What follows belongs to an exercise in optimizing a design on an open flow for small area; a production flow would make more cautious choices.
Where RTL was checked, it was by simulation tests only, not by an equivalence proof against the original.
No activity file was given, so power comes from the tool's default toggle rates.

job 3298:
==> module ri_maj, before the edit <==
module ri_maj (
    input  logic a, b, c,
    output logic co
);
    assign co = (a & b) | (c & (a ^ b));
endmodule
clock: 6.0 ns
lec_check: 0
cap_margin: 20
core_margin: 2
core_utilization: 65
place_density: 0.75
slew_margin: 20
synth_hierarchical: 1
synth_minimum_keep_size: 0
standard.sh (not shown) runs the stock make flow with config.mk's settings and CLKGATE_MAP_FILE= SYNTH_SCRIPT=/design/flow/synth_recipe.tcl, a recipe that flattens the netlist after the stock synthesis.
==> flow/flow/run.sh <==
#!/bin/bash
# Layout flow: the standard ORFS flow (standard.sh, synthesis unchanged)
# with two changes to the layout steps:
#   * port buffers use the smallest buffer (buf_1) instead of the resizer's
#     default choice; every input and output port still gets a buffer;
#   * clock tree synthesis runs without dummy loads and builds the tree from
#     clkbuf_8 cells with sink clusters of at most 20 flip-flops.
# Each tool's full output is in orfs/logs/ (one log per step); make's own
# output goes to flow_make.log in the work folder.
set -euo pipefail
export BUFFER_PORTS_ARGS="-buffer_cell sky130_fd_sc_hd__buf_1"
export CTS_ARGS="-sink_clustering_enable -repair_clock_nets -dont_use_dummy_load -buf_list sky130_fd_sc_hd__clkbuf_8 -sink_clustering_size 20 -sink_clustering_max_diameter 50"
bash standard.sh > flow_make.log 2>&1
Here is what was changed in the inputs of job 6020 compared with job 3298.
--- a/flow/design.v
+++ b/flow/design.v
@@ -1184,7 +1184,25 @@
     input  logic a, b, c,
     output logic co
 );
-    assign co = (a & b) | (c & (a ^ b));
+    assign co = (a & b) | (a & c) | (b & c);
+endmodule
+module ri_ao (
+    input  logic gh, ph, gl,
+    output logic g
+);
+    assign g = gh | (ph & gl);
+endmodule
+module ri_and (
+    input  logic a, b,
+    output logic y
+);
+    assign y = a & b;
+endmodule
+module ri_xor (
+    input  logic a, b,
+    output logic y
+);
+    assign y = a ^ b;
 endmodule
 module ri_ha (
     input  logic a, b,
[summary]
- On power per standard cell area: job 6020 sits above job 3298.
- Job 6020 vs. job 3298: non-clock buffer count decreased 2; switching share of total power essentially unchanged; routed wire length increased about 0.7%.
- Summary of job 6020 over job 3298: met1 capacity usage during global routing now sits higher, layout buffering overhead excluding clock cells ~0 delta.
No functional check of the RTL was part of job 6020.

========
maple:
resample_interp, a different RTL version from the one above (not shown whole).
Size: ~1600 cells after synthesis, roughly 420 flip-flops, ~100 I/O pins.
clock: 6.0 ns
lec_check: 0
cap_margin: 20
core_margin: 2
core_utilization: 65
place_density: 0.75
slew_margin: 20
synth_hierarchical: 1
synth_minimum_keep_size: 0
Scripts as last shown in full above: flow/flow/run.sh
For birch, these inputs were changed with respect to maple:
--- a/flow/design.v
+++ b/flow/design.v
@@ -55,19 +55,29 @@
             if (in_valid) x_zero <= 1'b0;
             s1_valid <= strobe;
             s2_valid <= s1_valid;
             s3_valid <= s2_valid;
         end
     end
+    logic [DW-1:0]        s1_a_i_d, s1_a_q_d;
+    logic                 sel_new, sel_hist;
+    assign sel_new  = !mode;
+    assign sel_hist = mode && !x_zero;
+    for (genvar j = 0; j < DW - 1; j++) begin : g_s1a
+        ri_ao22 u_s1a_i (sel_new, in_i[j], sel_hist, x_i[j], s1_a_i_d[j]);
+        ri_ao22 u_s1a_q (sel_new, in_q[j], sel_hist, x_q[j], s1_a_q_d[j]);
+    end
+    assign s1_a_i_d[DW-1] = !mode ? !in_i[DW-1] : x_zero || x_i[DW-1];
+    assign s1_a_q_d[DW-1] = !mode ? !in_q[DW-1] : x_zero || x_q[DW-1];
     always_ff @(posedge clk) begin
         if (in_valid) begin
             x_i <= in_i ^ SGN;
             x_q <= in_q ^ SGN;
         end
-        s1_a_i <= !mode ? in_i ^ SGN : x_zero ? SGN : x_i;
-        s1_a_q <= !mode ? in_q ^ SGN : x_zero ? SGN : x_q;
+        s1_a_i <= s1_a_i_d;
+        s1_a_q <= s1_a_q_d;
         s1_mu  <= mu;
         s2_y_i <= y_i ^ SGN;
         s2_y_q <= y_q ^ SGN;
         s3_y_i <= s2_y_i;
         s3_y_q <= s2_y_q;
     end
@@ -1191,15 +1201,39 @@
     assign co = (a & b) | (c & (a ^ b));
 endmodule
 module ri_maj (
     input  logic a, b, c,
     output logic co
 );
-    assign co = (a & b) | (c & (a ^ b));
+    assign co = (a & b) | (a & c) | (b & c);
+endmodule
+module ri_ao (
+    input  logic gh, ph, gl,
+    output logic g
+);
+    assign g = gh | (ph & gl);
+endmodule
+module ri_and (
+    input  logic a, b,
+    output logic y
+);
+    assign y = a & b;
+endmodule
+module ri_xor (
+    input  logic a, b,
+    output logic y
+);
+    assign y = a ^ b;
 endmodule
 module ri_ha (
     input  logic a, b,
     output logic s, co
 );
     assign s  = a ^ b;
     assign co = a & b;
 endmodule
+module ri_ao22 (
+    input  logic a1, a2, b1, b2,
+    output logic x
+);
+    assign x = (a1 & a2) | (b1 & b2);
+endmodule
## What came out
The lower maximum fanout encountered on the critical timing path came out of maple.
Compared with maple, birch shows post-route non-filler standard cell count lower by 3.5%.
Taking maple as the reference point, the XOR/XNOR share of the synthesized area of birch rises by 0.18 points.
Going from maple to birch, area after synthesis shrinks by 440 µm².
Final area: birch < maple
Taking maple as the reference, in birch wire length of the first global-routing pass lower; global placement routability congestion climbed 1.5%; buffer count excluding the clock tree in the final layout went up 1.
After detailed routing, maple needs more wire than birch.
As far as number of sinks driven by the clock tree goes, maple and birch are indistinguishable; the numbers are identical.
No functional check of the RTL was part of maple.

========
lane 4:
resample_interp with an RTL version that a note above also has.
Size in the first run: roughly 1,600 cells after synthesis, about 100 I/O pins.
clock: 6.0 ns
lec_check: 0
cap_margin: 20
core_margin: 2
core_utilization: 65
place_density: 0.75
slew_margin: 20
synth_hierarchical: 1
synth_minimum_keep_size: 0
==> flow/flow/run.sh <==
#!/bin/bash
# Layout flow: the standard ORFS flow (standard.sh, synthesis unchanged)
# with two changes to the layout steps:
#   * port buffers use the smallest buffer (buf_1) instead of the resizer's
#     default choice; every input and output port still gets a buffer;
#   * clock tree synthesis runs without dummy loads and builds the tree from
#     clkbuf_4 cells with sink clusters of at most 11 flip-flops.
# Each tool's full output is in orfs/logs/ (one log per step); make's own
# output goes to flow_make.log in the work folder.
set -euo pipefail
export BUFFER_PORTS_ARGS="-buffer_cell sky130_fd_sc_hd__buf_1"
export CTS_ARGS="-sink_clustering_enable -repair_clock_nets -dont_use_dummy_load -buf_list sky130_fd_sc_hd__clkbuf_4 -sink_clustering_size 11 -sink_clustering_max_diameter 38"
bash standard.sh > flow_make.log 2>&1
Input changes introduced in lane 1 (baseline for comparison: lane 4):
diff --git a/flow/design.v b/flow/design.v
--- a/flow/design.v
+++ b/flow/design.v
@@ -49,41 +49,31 @@
         end else if (flush) begin
             x_zero   <= 1'b1;
             s1_valid <= 1'b0;
             s2_valid <= 1'b0;
             s3_valid <= 1'b0;
         end else begin
             if (in_valid) x_zero <= 1'b0;
             s1_valid <= strobe;
             s2_valid <= s1_valid;
             s3_valid <= s2_valid;
         end
     end
-    logic [DW-1:0]        s1_a_i_d, s1_a_q_d;
-    logic                 sel_new, sel_hist;
-    assign sel_new  = !mode;
-    assign sel_hist = mode && !x_zero;
-    for (genvar j = 0; j < DW - 1; j++) begin : g_s1a
-        ri_ao22 u_s1a_i (sel_new, in_i[j], sel_hist, x_i[j], s1_a_i_d[j]);
-        ri_ao22 u_s1a_q (sel_new, in_q[j], sel_hist, x_q[j], s1_a_q_d[j]);
-    end
-    assign s1_a_i_d[DW-1] = !mode ? !in_i[DW-1] : x_zero || x_i[DW-1];
-    assign s1_a_q_d[DW-1] = !mode ? !in_q[DW-1] : x_zero || x_q[DW-1];
     always_ff @(posedge clk) begin
         if (in_valid) begin
             x_i <= in_i ^ SGN;
             x_q <= in_q ^ SGN;
         end
-        s1_a_i <= s1_a_i_d;
-        s1_a_q <= s1_a_q_d;
+        s1_a_i <= !mode ? in_i ^ SGN : x_zero ? SGN : x_i;
+        s1_a_q <= !mode ? in_q ^ SGN : x_zero ? SGN : x_q;
         s1_mu  <= mu;
         s2_y_i <= y_i ^ SGN;
         s2_y_q <= y_q ^ SGN;
         s3_y_i <= s2_y_i;
         s3_y_q <= s2_y_q;
     end
     logic [15:0] ari_1;
     logic [15:0] ari_2;
     logic [15:0] ari_3;
     logic [15:0] ari_4;
     logic [15:0] ari_5;
     logic [15:0] ari_6;
@@ -1222,18 +1212,12 @@
     input  logic a, b,
     output logic y
 );
     assign y = a ^ b;
 endmodule
 module ri_ha (
     input  logic a, b,
     output logic s, co
 );
     assign s  = a ^ b;
     assign co = a & b;
 endmodule
-module ri_ao22 (
-    input  logic a1, a2, b1, b2,
-    output logic x
-);
-    assign x = (a1 & a2) | (b1 & b2);
-endmodule
--- outcome ---
Lane 4 → lane 1: post-layout instance area climbed 190 sq um, static leakage increased 1.4%, sum of negative setup slack barely changed.
In the reports for lane 4 and lane 1, the larger combinational power share belongs to lane 1.
In the tables for lane 4 and lane 1, total power reads lower with lane 1.
Relative to lane 4, the sequential cell area share of lane 1 is lower by 0.38 points.
Diff lane 4 -> lane 1 | combinational logic power | down by a few percent
The highest attainable clock frequency in lane 1 sits about 0.7% above the value recorded for lane 4.

==> what the ideal ports hide <==
Ports are ideal in the flow. The routed layouts listed here were re-timed in OpenROAD. Step 1 sets driving cells, clkbuf_16 on the clock port and buf_2 on the other inputs (assumed; they add their load-dependent delay and slew). Step 2, shift: input delay + t, output delay - t, t = (earliest + latest rising clock arrival at the registers) / 2. This alone moves slack from input paths to output paths. a / b / c = ideal ports / drivers / drivers and shift; a / b = the first two.
run	shift t [ns]	setup slack, ns	pins driven straight from the clock port
job 3298	0.574	0.439 / 0.439 / 0.439	1
job 6020	0.608	0.483 / 0.483 / 0.483	1
maple	0.599	0.622 / 0.622 / 0.622	1
birch	0.602	0.600 / 0.600 / 0.600	1
lane 4	0.800	0.578 / 0.578 / 0.578	1
lane 1	0.736	0.617 / 0.617 / 0.617	1
After both steps setup and hold are still met in every run listed.
